Source: an optimization exercise on an open RTL-to-GDS flow (aim: small area and a short achievable clock period). Production flows keep margins and buffers that such runs may drop. The RTL was checked by simulation tests, not by an equivalence proof against the original design. No activity file was given, so power comes from the tool's default toggle rates.

==> flow/design.v (outline; a module is shown in full before it is edited, if it fits) <==
// module apb_regs: 130 lines
// module fir_filter: 2466 lines
// module result_fifo: 108 lines
// module apb_acc_top: 77 lines
module apb_acc_top (
  input  wire logic         i_clk,
  input  wire logic         i_reset,
  input  wire logic [11:0]  i_paddr,
  input  wire logic [31:0]  i_pwdata,
  input  wire logic         i_pwrite,
  input  wire logic         i_psel,
  input  wire logic         i_penable,
  output logic      [31:0]  o_prdata,
  output logic              o_pready,
  output logic              o_pslverr
);
  // ...
==> flow/run.sh <==
#!/bin/bash
# synth_recipe.tcl (not shown) runs the flow's synth.tcl, then flattens the netlist and writes it again
# the make line also repeats each setting of config.mk as NAME=value (left out here)
make -C /OpenROAD-flow-scripts/flow DESIGN_CONFIG=/design/flow/config.mk WORK_HOME=/design/flow/orfs CLKGATE_MAP_FILE= SYNTH_SCRIPT=/design/flow/synth_recipe.tcl finish
==> flow/config.mk <==
export PLATFORM = sky130hd
export DESIGN_NAME = apb_acc_top
export DESIGN_NICKNAME = apb_acc_top
export VERILOG_FILES = /design/flow/design.v
export SDC_FILE = /design/flow/constraint.sdc
export NUM_CORES = 4
export LEC_CHECK = 0
export CAP_MARGIN = 20
export CORE_MARGIN = 2
export CORE_UTILIZATION = 40
export SETUP_SLACK_MARGIN = 4.2
export SLEW_MARGIN = 20
export SYNTH_HIERARCHICAL = 1
==> flow/constraint.sdc <==
create_clock -name core_clock -period 7.0 [get_ports {i_clk}]
set_input_delay 1.4000 -clock core_clock [delete_from_list [all_inputs] [get_ports {i_clk}]]
set_output_delay 1.4000 -clock core_clock [all_outputs]
set_load 0.01 [all_outputs]
==> impl_results.md, run 1 <==
- Cell internal pwr: 9.89 mW
- Largest family of logic cells by synthesized area: adder cells
- Most common cell after layout, fill and taps aside: edfxtp_1
- CP Launch Type: register
- Critical Path End Type: register
- # rows: 129
- Sequential fraction of the synthesis area: 0.485
- Synth top area cells: edfxtp_1, fa_1, dfxtp_1, dfrtp_1, mux4_2
- Total power: 13.3 mW
- Reg2Reg Setup Slack: 3.59 ns
- Num CTS Buffers: 98
- Fin. max-slew vios: 0
- GPL Wtd Cong: 0.973
- Hold endpoint: u_filter.r2_0_1$_DFF_P_
- Die area: 0.128 mm^2
- Synth warn: 18
- Status: finished clean
- Initial antenna violation count: 10
- Switching Share: 0.258
- Clock Sinks: 946
- Reg clk slew, reported paths: 0.06 ns
- Global-route wire length before repair: 222,000 um
- Mux cell area share after synthesis: 0.104
- Sequential power share: 0.472
- DRC: 0
- RSZ-0062 raised after global routing: yes
- Root buffer cell: clkbuf_16
- Post-Synth XOR/XNOR Area: 0.0611
- Reg with most FFs: u_fifo.mem
- Synth Area in Adders: 0.148
- Final hold violation count: 0
- Type of the tightest min-delay check: reg2reg
==> module apb_regs, before the edit <==
module apb_regs (
  input  wire logic         i_clk,
  input  wire logic         i_reset,
  input  wire logic [11:0]  i_paddr,
  input  wire logic [31:0]  i_pwdata,
  input  wire logic         i_pwrite,
  input  wire logic         i_psel,
  input  wire logic         i_penable,
  output logic      [31:0]  o_prdata,
  output logic      [95:0]  o_taps,
  output logic      [3:0]   o_ntaps_n,
  output logic              o_setup,
  output logic              o_access,
  output logic              o_sample_wr,
  output logic              o_filter_clear,
  output logic              o_pop,
  output logic              o_fifo_clear,
  output logic              o_fifo_en,
  input  wire logic [31:0]  i_head_n,       
  input  wire logic         i_bypass,       
  input  wire logic [26:0]  i_data,         
  input  wire logic [2:0]   i_status_n      
);
  logic [9:0]  word;
  logic        setup;
  logic        ntaps_ok;
  logic        acc_q;
  logic        we_in_q;
  logic        we_cfg_q;
  logic        we_nt_q;
  logic [7:0]  we_tap_q;
  logic        rd_out_q;
  logic [2:0]  cfg_q;
  logic [3:0]  ntaps_q;
  logic [11:0] tap_q [8];
  assign word  = i_paddr[11:2];
  assign setup = i_psel & ~i_penable;
  assign ntaps_ok = (i_pwdata[31:4] == '0) && (i_pwdata[3:0] != 4'd0) &&
                    (i_pwdata[3:0] <= 4'd8);
  always_ff @(posedge i_clk or posedge i_reset)
  begin
    if (i_reset)
    begin
      acc_q    <= 1'b0;
      we_in_q  <= 1'b0;
      we_cfg_q <= 1'b0;
      we_nt_q  <= 1'b0;
      we_tap_q <= '0;
      rd_out_q <= 1'b0;
    end
    else
    begin
      acc_q    <= setup;
      we_in_q  <= setup & i_pwrite & (word == 10'd1);
      we_cfg_q <= setup & i_pwrite & (word == 10'd3);
      we_nt_q  <= setup & i_pwrite & (word == 10'd6) & ntaps_ok;
      for (int k = 0; k < 8; k++)
        we_tap_q[k] <= setup & i_pwrite & (word == 10'(7 + k));
      rd_out_q <= setup & ~i_pwrite & (word == 10'd2);
    end
  end
  always_ff @(posedge i_clk or posedge i_reset)
  begin
    if (i_reset)
    begin
      cfg_q   <= '0;
      ntaps_q <= 4'd8;
      for (int k = 0; k < 8; k++)
        tap_q[k] <= '0;
    end
    else
    begin
      if (we_cfg_q)
        cfg_q <= i_pwdata[2:0];
      if (we_nt_q)
        ntaps_q <= i_pwdata[3:0];
      for (int k = 0; k < 8; k++)
        if (we_tap_q[k])
          tap_q[k] <= i_pwdata[11:0];
    end
  end
  always_comb
    for (int k = 0; k < 8; k++)
      o_taps[12*k +: 12] = tap_q[k];
  assign o_ntaps_n      = we_nt_q ? i_pwdata[3:0] : ntaps_q;
  assign o_setup        = setup;
  assign o_access       = acc_q;
  assign o_sample_wr    = we_in_q;
  assign o_filter_clear = cfg_q[0];
  assign o_pop          = rd_out_q;
  assign o_fifo_clear   = cfg_q[1];
  assign o_fifo_en      = cfg_q[2];
  logic [31:0] rd_d;
  logic [31:0] rd_q;
  logic [26:0] rd_lo;
  logic        hit_out;
  logic        miss;
  always_comb
  begin
    rd_lo = '1;
    case (word[3:0])
      4'd3:    rd_lo = {24'd0, cfg_q};
      4'd5:    rd_lo = {24'd0, i_status_n};
      4'd6:    rd_lo = {23'd0, ntaps_q};
      4'd7:    rd_lo = {{15{tap_q[0][11]}}, tap_q[0]};
      4'd8:    rd_lo = {{15{tap_q[1][11]}}, tap_q[1]};
      4'd9:    rd_lo = {{15{tap_q[2][11]}}, tap_q[2]};
      4'd10:   rd_lo = {{15{tap_q[3][11]}}, tap_q[3]};
      4'd11:   rd_lo = {{15{tap_q[4][11]}}, tap_q[4]};
      4'd12:   rd_lo = {{15{tap_q[5][11]}}, tap_q[5]};
      4'd13:   rd_lo = {{15{tap_q[6][11]}}, tap_q[6]};
      4'd14:   rd_lo = {{15{tap_q[7][11]}}, tap_q[7]};
      default: rd_lo = '1;
    endcase
  end
  assign miss    = (word[9:4] != '0);
  assign hit_out = ~miss & (word[3:0] == 4'd2);
  always_comb
  begin
    if (hit_out & i_bypass)
      rd_d = {{5{i_data[26]}}, i_data};
    else if (hit_out)
      rd_d = i_head_n;
    else
      rd_d = {{5{rd_lo[26] | miss}}, rd_lo | {27{miss}}};
  end
  always_ff @(posedge i_clk)
    rd_q <= rd_d;
  assign o_prdata = rd_q;
endmodule
==> run 2, diff against run 1 <==
--- a/flow/design.v
+++ b/flow/design.v
@@ -25,16 +25,17 @@
 );
   logic [9:0]  word;
   logic        setup;
   logic        ntaps_ok;
   logic        acc_q;
   logic        we_in_q;
   logic        we_cfg_q;
   logic        we_nt_q;
+  logic        nt_ok_q;
   logic [7:0]  we_tap_q;
   logic        rd_out_q;
   logic [2:0]  cfg_q;
   logic [3:0]  ntaps_q;
   logic [11:0] tap_q [8];
   assign word  = i_paddr[11:2];
   assign setup = i_psel & ~i_penable;
   assign ntaps_ok = (i_pwdata[31:4] == '0) && (i_pwdata[3:0] != 4'd0) &&
@@ -50,55 +51,56 @@
       we_tap_q <= '0;
       rd_out_q <= 1'b0;
     end
     else
     begin
       acc_q    <= setup;
       we_in_q  <= setup & i_pwrite & (word == 10'd1);
       we_cfg_q <= setup & i_pwrite & (word == 10'd3);
-      we_nt_q  <= setup & i_pwrite & (word == 10'd6) & ntaps_ok;
+      we_nt_q  <= setup & i_pwrite & (word == 10'd6);
       for (int k = 0; k < 8; k++)
         we_tap_q[k] <= setup & i_pwrite & (word == 10'(7 + k));
       rd_out_q <= setup & ~i_pwrite & (word == 10'd2);
     end
   end
+  always_ff @(posedge i_clk)
+    nt_ok_q <= ntaps_ok;
   always_ff @(posedge i_clk or posedge i_reset)
   begin
     if (i_reset)
     begin
       cfg_q   <= '0;
       ntaps_q <= 4'd8;
       for (int k = 0; k < 8; k++)
         tap_q[k] <= '0;
     end
     else
     begin
       if (we_cfg_q)
         cfg_q <= i_pwdata[2:0];
-      if (we_nt_q)
+      if (we_nt_q & nt_ok_q)
         ntaps_q <= i_pwdata[3:0];
       for (int k = 0; k < 8; k++)
         if (we_tap_q[k])
           tap_q[k] <= i_pwdata[11:0];
     end
   end
   always_comb
     for (int k = 0; k < 8; k++)
       o_taps[12*k +: 12] = tap_q[k];
-  assign o_ntaps_n      = we_nt_q ? i_pwdata[3:0] : ntaps_q;
+  assign o_ntaps_n      = (we_nt_q & nt_ok_q) ? i_pwdata[3:0] : ntaps_q;
   assign o_setup        = setup;
   assign o_access       = acc_q;
   assign o_sample_wr    = we_in_q;
   assign o_filter_clear = cfg_q[0];
   assign o_pop          = rd_out_q;
   assign o_fifo_clear   = cfg_q[1];
   assign o_fifo_en      = cfg_q[2];
   logic [31:0] rd_d;
-  logic [31:0] rd_q;
   logic [26:0] rd_lo;
   logic        hit_out;
   logic        miss;
   always_comb
   begin
     rd_lo = '1;
     case (word[3:0])
       4'd3:    rd_lo = {24'd0, cfg_q};
@@ -121,19 +123,20 @@
   begin
     if (hit_out & i_bypass)
       rd_d = {{5{i_data[26]}}, i_data};
     else if (hit_out)
       rd_d = i_head_n;
     else
       rd_d = {{5{rd_lo[26] | miss}}, rd_lo | {27{miss}}};
   end
+  logic [28:0] rd_q;
   always_ff @(posedge i_clk)
-    rd_q <= rd_d;
-  assign o_prdata = rd_q;
+    rd_q <= rd_d[28:0];
+  assign o_prdata = {rd_q[28], rd_q[28:27], rd_q[27:26], rd_q[26:0]};
 endmodule
 `default_nettype wire
 `timescale 1ns/100ps
 `default_nettype none
 module fir_filter (
   input  wire logic        i_clk,
   input  wire logic        i_reset,
   input  wire logic [95:0] i_taps,          
@@ -143,34 +146,43 @@
   input  wire logic        i_access,        
   input  wire logic        i_sample_wr,     
   input  wire logic        i_filter_clear,
   output logic             o_push,          
   output logic      [26:0] o_data
 );
   logic [11:0] dly   [7];
   logic [11:0] dly_n [7];
+  logic [6:0]  live;
+  logic [6:0]  live_n;
   always_comb
   begin
     for (int k = 0; k < 7; k++)
-      if (i_filter_clear)
-        dly_n[k] = '0;
-      else if (i_sample_wr)
+      if (i_sample_wr & ~i_filter_clear)
         dly_n[k] = (k == 0) ? i_pwdata : dly[k-1];
       else
         dly_n[k] = dly[k];
+    if (i_filter_clear)
+      live_n = '0;
+    else if (i_sample_wr)
+      live_n = {live[5:0], 1'b1};
+    else
+      live_n = live;
+  end
+  always_ff @(posedge i_clk)
+  begin
+    for (int k = 0; k < 7; k++)
+      dly[k] <= dly_n[k];
   end
   always_ff @(posedge i_clk or posedge i_reset)
   begin
     if (i_reset)
-      for (int k = 0; k < 7; k++)
-        dly[k] <= '0;
+      live <= '0;
     else
-      for (int k = 0; k < 7; k++)
-        dly[k] <= dly_n[k];
+      live <= live_n;
   end
   logic [1:0] vld;
   always_ff @(posedge i_clk or posedge i_reset)
   begin
     if (i_reset)
       vld <= '0;
     else
       vld <= {vld[0], i_sample_wr & ~i_filter_clear};
@@ -187,17 +199,17 @@
   endfunction
   always_ff @(posedge i_clk)
   begin
     for (int k = 1; k < 8; k++)
     begin
       logic [6:0] b;
       logic       en;
       b  = half(dly_n[k-1], i_setup);
-      en = (4'(k) < i_ntaps_n);
+      en = (4'(k) < i_ntaps_n) & live_n[k-1];
       for (int d = 0; d < 3; d++)
       begin
         ng_q[k][d] <= en & b[2*d+2];
         on_q[k][d] <= en & (b[2*d+1] ^ b[2*d]);
         tw_q[k][d] <= en & ((b[2*d+2] & ~b[2*d+1] & ~b[2*d]) | (~b[2*d+2] & b[2*d+1] & b[2*d]));
       end
     end
   end
==> impl_results.md, run 2 <==
- Status: finished clean (unchanged)
- Reg clk slew, reported paths: 0.06 ns (about the same)
- Die area: 0.126 mm^2 (was 0.128 mm^2)
- Num CTS Buffers: 96 (was 98)
- Synthesized Nets: 4,329 (was 4,415)
- Fin worst setup slack: 3.57 ns (was 3.59 ns)
- CTS Hold Bufs: 0 (unchanged)
- Synthesized cell area: 0.0492 mm^2 (was 0.0499 mm^2)
- Synthesis-to-finish area growth: 20.0% (was 17.7%)
- Worst EP required: 7.57 ns (was 7.58 ns)
- Clk buf depth: 3 (unchanged)
- Total GRT Usage: 0.253 (was 0.237)
- H-tree lvl count: 3 (unchanged)
- Reg with most FFs: u_fifo.mem (unchanged)
- CP Launch Type: register (unchanged)
- Critical-path top delay cell: dfrtp_4 (was or4_1)
- Crit-path max FO: 24 (was 7)
- # rows: 128 (was 129)
- Slew of the pin with the lowest slew margin: 0.882 ns (was 0.941 ns)
- Period utilization: 0.490 (was 0.487)
- Vias: 32,500 (was 32,600)
- Leak: 22.5 nW (was 22.4 nW)
- DRC: 0 (unchanged)
- Routed wire per std cell: 27.6 um (was 25.9 um)
- Drt first pass iters: 8 (was 7)
- Slew HR: 0.412 (was 0.366)
- Cells after Synth: 3,894 (was 3,980)
- Global-route wire length before repair: 231,000 um (was 222,000 um)
- Routed Wire Length: 161,000 um (was 151,000 um)
- Maximum vdd drop: 0.262 mV (was 0.216 mV)
- Pwr dens: 220 mW/mm^2 (was 227 mW/mm^2)
- Starting Density: 0.404 (was 0.403)
- Clock Sinks: 951 (was 946)
- Period minus WS final: 3.43 ns (was 3.41 ns)
- Largest net degree at the start of global routing: 117 (was 73)
- Final hold violation count: 0 (unchanged)
- Top flop regs: u_fifo.mem x416, u_regs.tap_q x96, u_filter.dly x84 (unchanged)
- Most frequent cells in the layout: inv_1, edfxtp_1, dfxtp_1, fa_1, xor2_1 (was edfxtp_1, inv_1, fa_1, dfxtp_1, a22oi_1)
- Fin. max-slew vios: 0 (unchanged)
- Dpl ws: 2.47 ns (was 2.62 ns)
- Type of the tightest min-delay check: reg2reg (unchanged)
- Final setup violation count: 0 (unchanged)
- GPL Wtd Cong: 0.994 (was 0.973)
- Crit-path cells: xnor2_2, nand2_4, or2_4, buf_8, o22a_1, or4_4, or4_4, o31a_1, nand2_1, a21oi_1 (was buf_12, buf_12, buf_6, mux4_2, nor2_2, o22ai_2, o22a_1, or4_1, or4_1, o31a_1, nand2_1, a21oi_1)
- RSZ-0062 raised after global routing: yes (unchanged)
- Switch Pwr: 3.34 mW (was 3.43 mW)
- Routed vias/inst: 5.59 (was 5.58)
- CTS tree: done (unchanged)
- Worst-Skew Late Latency: 0.71 ns (was 0.72 ns)
- Hpwl dp: 108,000 um (was 104,000 um)
- Clock skew: 0.0600 ns (was 0.0563 ns)
- Crit-path most repeated cell: or4_4
- Worst setup path class: reg2reg (unchanged)
- Switching Share: 0.257 (was 0.258)
- Share of cells above drive strength 1: 0.285 (was 0.228)
- Gate power share: 0.110 (was 0.109)
- GRT overflow: 0 (unchanged)
- Antenna Nets Post-Route: 0 (unchanged)
- Max-cap violation count: 0 (unchanged)
- Cell internal pwr: 9.64 mW (was 9.89 mW)
- Syn avg cell area: 12.6 um^2 (was 12.5 um^2)
- Vias in the first global route: 32,700 (was 33,300)
- Worst Path Arrival: 4.00 ns (was 3.98 ns)
- Die Span Y: 355 um (was 357 um)
- Most common cell after layout, fill and taps aside: inv_1 (was edfxtp_1)
- Sequential power share: 0.486 (was 0.472)
- DIE WIDTH: 355 um (was 357 um)
- I/O Pins: 83 (unchanged)
- IO buf count: 78 (unchanged)
- Initial antenna violation count: 10 (unchanged)
- Root buffer cell: clkbuf_16 (unchanged)
- Setup TNS: 0 ns (unchanged)
- Synth warn: 18 (unchanged)
- Critical Path Max Stage Delay: 0.59 ns (was 0.53 ns)
- Nets: 4,544 (was 4,560)
- Initial drt markers: 3,495 (was 3,437)
- Filler cells: 10,800 (was 11,000)
- Core area: 0.122 mm^2 (was 0.124 mm^2)
- Max FFs per register: 416 (unchanged)
- Fmax: 291 MHz (was 293 MHz)
- Critical Path End Type: register (unchanged)
- Clock power share: 0.404 (was 0.419)
-- run 2: cell types whose count changed in the layout (fill, tap and decap cells not counted), moves of 35 or more --
cell	before	now
dfxtp_1	245	321
dfrtp_2	38	73
a22oi_2	27	67
dfrtp_1	169	59
mux2_2	122	161
a22oi_1	221	183
a21oi_1	105	66
buf_4	135	172
nor2_1	192	120
-- run 2: timing repair --
action                     in CTS  in global routing
gates resized for setup       472                251
setup endpoints to repair     270                104
setup buffers                 131                 54
pin swaps                      64                 97
gates cloned                   12                  3
-- run 2: worst paths after layout --
kind / endpoint / cells after the start / from / slack [ns]
hold / removal: u_filter.r2_1_0$_DFF_P_ / 0 / u_filter.r1_1_0$_DFF_P_ / 0.32
min in group asynchronous: u_filter.vld[0]$_DFF_PP0_ / 2 / i_reset / 1.15
hold reg to reg: u_filter.r2_1_0$_DFF_P_ / 0 / u_filter.r1_1_0$_DFF_P_ / 0.32
max in group asynchronous: u_regs.tap_q[2][7]$_DFFE_PP0P_ / 3 / i_reset / 5.00
setup / recovery: u_regs.rd_q[28]$_DFF_P_ / 10 / u_fifo.rd_ptr[1]$_DFFE_PP0P_ / 3.57
setup reg to reg: u_regs.rd_q[28]$_DFF_P_ / 10 / u_fifo.rd_ptr[1]$_DFFE_PP0P_ / 3.57
-- run 2: final cells by class --
class                      instances  area (um^2)  area share
clock buffer                     131         2710      0.0459
inverter                         461         1750      0.0297
sequential                       951        24200       0.410
clock inverter                    51          541     0.00915
timing repair buffer             326         3430      0.0581
tap                             1625         2030      0.0344
multi-input combinational       2273        24400       0.412
antenna                            4         10.0    0.000169
-- run 2: power by group through the flow --
stage,Sequential (mW),Clock [mW],Combinational [mW]
floorplan,6.35,0,0.616
global placement,6.44,0,1.00
detailed placement,6.45,0,1.01
CTS,6.31,5.33,1.32
global route,6.33,5.54,1.52
finish,6.31,5.24,1.43
-- run 2: worst max-delay path, delay by kind of cell, from the launching register on --
kind            cells  cell delay [ns]
flops               1             0.59
buf+inv             1             0.21
compound gates      3             0.61
xor+xnor            1             0.24
simple gates        5             1.63
-- run 2: per-layer routing --
metal,global-route usage,vias to the layer above,part of all wire
met4,0.108,4,0.048
met2,0.399,1565,0.46
li1,-,13800,-
met1,0.341,16800,0.41
met5,0,-,0.00016
met3,0.0524,367,0.086
-- run 2: stage by stage --
step	power, mW	hold slack [ns]	util	instances	instance area, um^2
2_1_floorplan	6.96	0.310	-	3894	49600
3_3_place_gp	7.44	0.314	0.425	5436	51700
3_5_place_dp	7.46	0.312	0.425	5436	51700
5_1_grt	13.4	0.334	0.485	5818	59100
6_report	13.0	0.325	0.485	5822	59100
4_1_cts	13.0	0.326	0.474	5761	57800
==> run 3, diff against run 2 <==
--- a/flow/config.mk
+++ b/flow/config.mk
@@ -10,2 +10,3 @@
 export CORE_UTILIZATION = 40
+export CTS_BUF_LIST = sky130_fd_sc_hd__clkbuf_4 sky130_fd_sc_hd__clkbuf_8
 export SETUP_SLACK_MARGIN = 4.2
@@ -13 +14,2 @@
 export SYNTH_HIERARCHICAL = 1
+export TNS_END_PERCENT = 20
==> impl_results.md, run 3 <==
- Slew HR: 0.284 (was 0.412)
- Die area: 0.126 mm^2 (unchanged)
- Routed vias/inst: 5.44 (was 5.59)
- Root buffer cell: clkbuf_8 (was clkbuf_16)
- Synth warn: 18 (unchanged)
- Synthesized Nets: 4,329 (unchanged)
- CTS tree: done (unchanged)
- Area after DPL: 0.0516 mm^2 (was 0.0517 mm^2)
- Switch Pwr: 3.47 mW (was 3.34 mW)
- Final setup violation count: 0 (unchanged)
- Starting Density: 0.404 (unchanged)
- Vias: 32,000 (was 32,500)
- CTS Hold Bufs: 0 (unchanged)
- Synthesis-to-finish area growth: 17.6% (was 20.0%)
- Finished Cell Area: 0.0579 mm^2 (was 0.0591 mm^2)
- Final hold violation count: 0 (unchanged)
- Global-route wire length before repair: 230,000 um (was 231,000 um)
- Crit-path max FO: 7 (was 24)
- Routed Wire Length: 158,000 um (was 161,000 um)
- IO buf count: 78 (unchanged)
- Worst setup path class: reg2reg (unchanged)
- Initial drt markers: 3,162 (was 3,495)
- Sequential power share: 0.482 (was 0.486)
- Critical Path End Type: register (unchanged)
- Worst Path Arrival: 4.16 ns (was 4.00 ns)
- Fmax: 293 MHz (was 291 MHz)
- Slew of the pin with the lowest slew margin: 1.07 ns (was 0.882 ns)
- Status: finished clean (unchanged)
- Reg clk slew, reported paths: 0.06 ns (about the same)
- DIE WIDTH: 355 um (unchanged)
- Total GRT Usage: 0.252 (was 0.253)
- Switching Share: 0.265 (was 0.257)
- Leak: 22.4 nW (was 22.5 nW)
- Nets: 4,560 (was 4,544)
- GPL Wtd Cong: 1.02 (was 0.994)
- I/O Pins: 83 (unchanged)
- Vias in the first global route: 33,000 (was 32,700)
- Routed wire per std cell: 26.9 um (was 27.6 um)
- Clock skew: 0.0420 ns (was 0.0600 ns)
- Die Span Y: 355 um (unchanged)
- Max FFs per register: 416 (unchanged)
- Cell internal pwr: 9.63 mW (was 9.64 mW)
- GRT overflow: 0 (unchanged)
- Fin. max-slew vios: 0 (unchanged)
- Largest net degree at the start of global routing: 59 (was 117)
- H-tree lvl count: 4 (was 3)
- Max-cap violation count: 0 (unchanged)
- Most frequent cells in the layout: inv_1, edfxtp_1, dfxtp_1, fa_1, a22oi_1 (was inv_1, edfxtp_1, dfxtp_1, fa_1, xor2_1)
- Dpl ws: 2.22 ns (was 2.47 ns)
- Period utilization: 0.487 (was 0.490)
- Hpwl dp: 109,000 um (was 108,000 um)
- Share of cells above drive strength 1: 0.260 (was 0.285)
- Reg with most FFs: u_fifo.mem (unchanged)
- Clock power share: 0.404 (about the same)
- Cells after Synth: 3,894 (unchanged)
- Clk buf depth: 3 (unchanged)
- Pwr dens: 226 mW/mm^2 (was 220 mW/mm^2)
- Maximum vdd drop: 0.169 mV (was 0.262 mV)
- CP Launch Type: register (unchanged)
- Num CTS Buffers: 157 (was 96)
- Most common cell after layout, fill and taps aside: inv_1 (unchanged)
- Drt first pass iters: 6 (was 8)
- Worst EP required: 7.76 ns (was 7.57 ns)
- Antenna Nets Post-Route: 0 (unchanged)
- Setup TNS: 0 ns (unchanged)
- RSZ-0062 raised after global routing: yes (unchanged)
- Fin worst setup slack: 3.59 ns (was 3.57 ns)
- Gate power share: 0.114 (was 0.110)
- Type of the tightest min-delay check: reg2reg (unchanged)
- # rows: 128 (unchanged)
- Synthesized cell area: 0.0492 mm^2 (unchanged)
- Clock Sinks: 951 (unchanged)
- Syn avg cell area: 12.6 um^2 (unchanged)
- DRC: 0 (unchanged)
- Worst-Skew Late Latency: 0.90 ns (was 0.71 ns)
- Filler cells: 10,900 (was 10,800)
- Period minus WS final: 3.41 ns (was 3.43 ns)
- Initial antenna violation count: 5 (was 10)
- Core area: 0.122 mm^2 (unchanged)
- Top flop regs: u_fifo.mem x416, u_regs.tap_q x96, u_filter.dly x84 (unchanged)
-- run 3: timing repair --
| action | CTS | global route |
|---|---|---|
| resized for setup | 325 | 222 |
| buffers inserted | 77 | 59 |
| endpoints found under the setup margin | 252 | 190 |
| gates cloned | 11 | 0 |
| pin swaps | 31 | 35 |
-- run 3: area by class of cell --
class	count	area, um^2	area share
Sequential cell	951	24200	0.418
Tap cell	1625	2030	0.0351
Multi-Input combinational cell	2271	23600	0.407
Inverter	461	1750	0.0302
Antenna cell	4	10.0	0.000173
Clock inverter	50	484	0.00837
Clock buffer	241	2950	0.0510
Timing Repair Buffer	283	2880	0.0497
-- run 3: layer usage --
| metal | vias up | GRT usage | part of all wire |
|---|---|---|---|
| met5 | - | 0 | 0.000070 |
| met4 | 2 | 0.122 | 0.051 |
| met3 | 339 | 0.0532 | 0.085 |
| met2 | 1499 | 0.393 | 0.45 |
| met1 | 16300 | 0.337 | 0.41 |
| li1 | 13900 | - | - |
-- run 3: worst max-delay path, cell delays in order, from the launching register on --
cell     delay, ns
dfrtp_4       0.60
buf_16        0.17
mux4_2        0.49
mux2_4        0.29
o22ai_4       0.15
mux2i_1       0.11
or4_1         0.52
or4_1         0.47
o31a_1        0.30
nand2_1       0.08
a21oi_1       0.07
-- run 3: path summary, 6_finish.rpt --
path                                         startpoint                        endpoint  slack [ns]  cells past startpoint
max                        u_fifo.rd_ptr[0]$_DFFE_PP0P_         u_regs.rd_q[26]$_DFF_P_        3.59                     10
min                             u_filter.r1_0_1$_DFF_P_         u_filter.r2_0_1$_DFF_P_        0.33                      0
max reg2reg                u_fifo.rd_ptr[0]$_DFFE_PP0P_         u_regs.rd_q[26]$_DFF_P_        3.59                     10
min reg2reg                     u_filter.r1_0_1$_DFF_P_         u_filter.r2_0_1$_DFF_P_        0.33                      0
max in group asynchronous                       i_reset  u_regs.tap_q[2][6]$_DFFE_PP0P_        4.79                      3
min in group asynchronous                       i_reset      u_filter.live[2]$_DFF_PP0_        0.93                      2
-- run 3: power by group through the flow --
stage	logic (mW)	registers, mW	clock network (mW)
5_1_grt	1.58	6.34	5.63
6_report	1.49	6.32	5.29
2_1_floorplan	0.605	6.35	0
3_5_place_dp	1.08	6.45	0
3_3_place_gp	1.07	6.44	0
4_1_cts	1.43	6.32	5.39
-- run 3: stage by stage --
stage | hold slack, ns | std cells | util | power, mW
2_1_floorplan | 0.310 | 3894 | - | 6.95
3_3_place_gp | 0.312 | 5443 | 0.423 | 7.51
3_5_place_dp | 0.320 | 5444 | 0.424 | 7.53
4_1_cts | 0.326 | 5823 | 0.467 | 13.1
5_1_grt | 0.325 | 5886 | 0.475 | 13.6
6_report | 0.328 | 5886 | 0.475 | 13.1

==> afterwards: timing with drivers on the ports <==
The results above use ideal ports. As a check the final layouts listed here were re-extracted and re-timed, cells and wires unchanged. Step 1, drivers: a clkbuf_16 drives i_clk and a buf_2 each remaining input, both assumed. Step 2, shift: input delay + t, output delay - t, t = (earliest + latest rising clock arrival at the registers) / 2. This alone moves slack from input paths to output paths. a / b / c = no drivers / after step 1 / after step 2; a / b = the first two.
run	t (ns)	setup slack, ns	clock arrival spread, ns	worst data-port slew with drivers (ns)
run 1	0.762	3.592 / 3.592 / 3.315	0.060 / 0.060	0.16
run 2	0.748	3.567 / 3.567 / 3.454	0.062 / 0.061	0.06
run 3	0.951	3.592 / 3.592 / 3.000	0.048 / 0.049	0.05
After both steps every run listed still meets setup and hold. The setup slack of run 3, which loses most, moves by 0.000 ns with the drivers and by -0.592 ns with both steps.
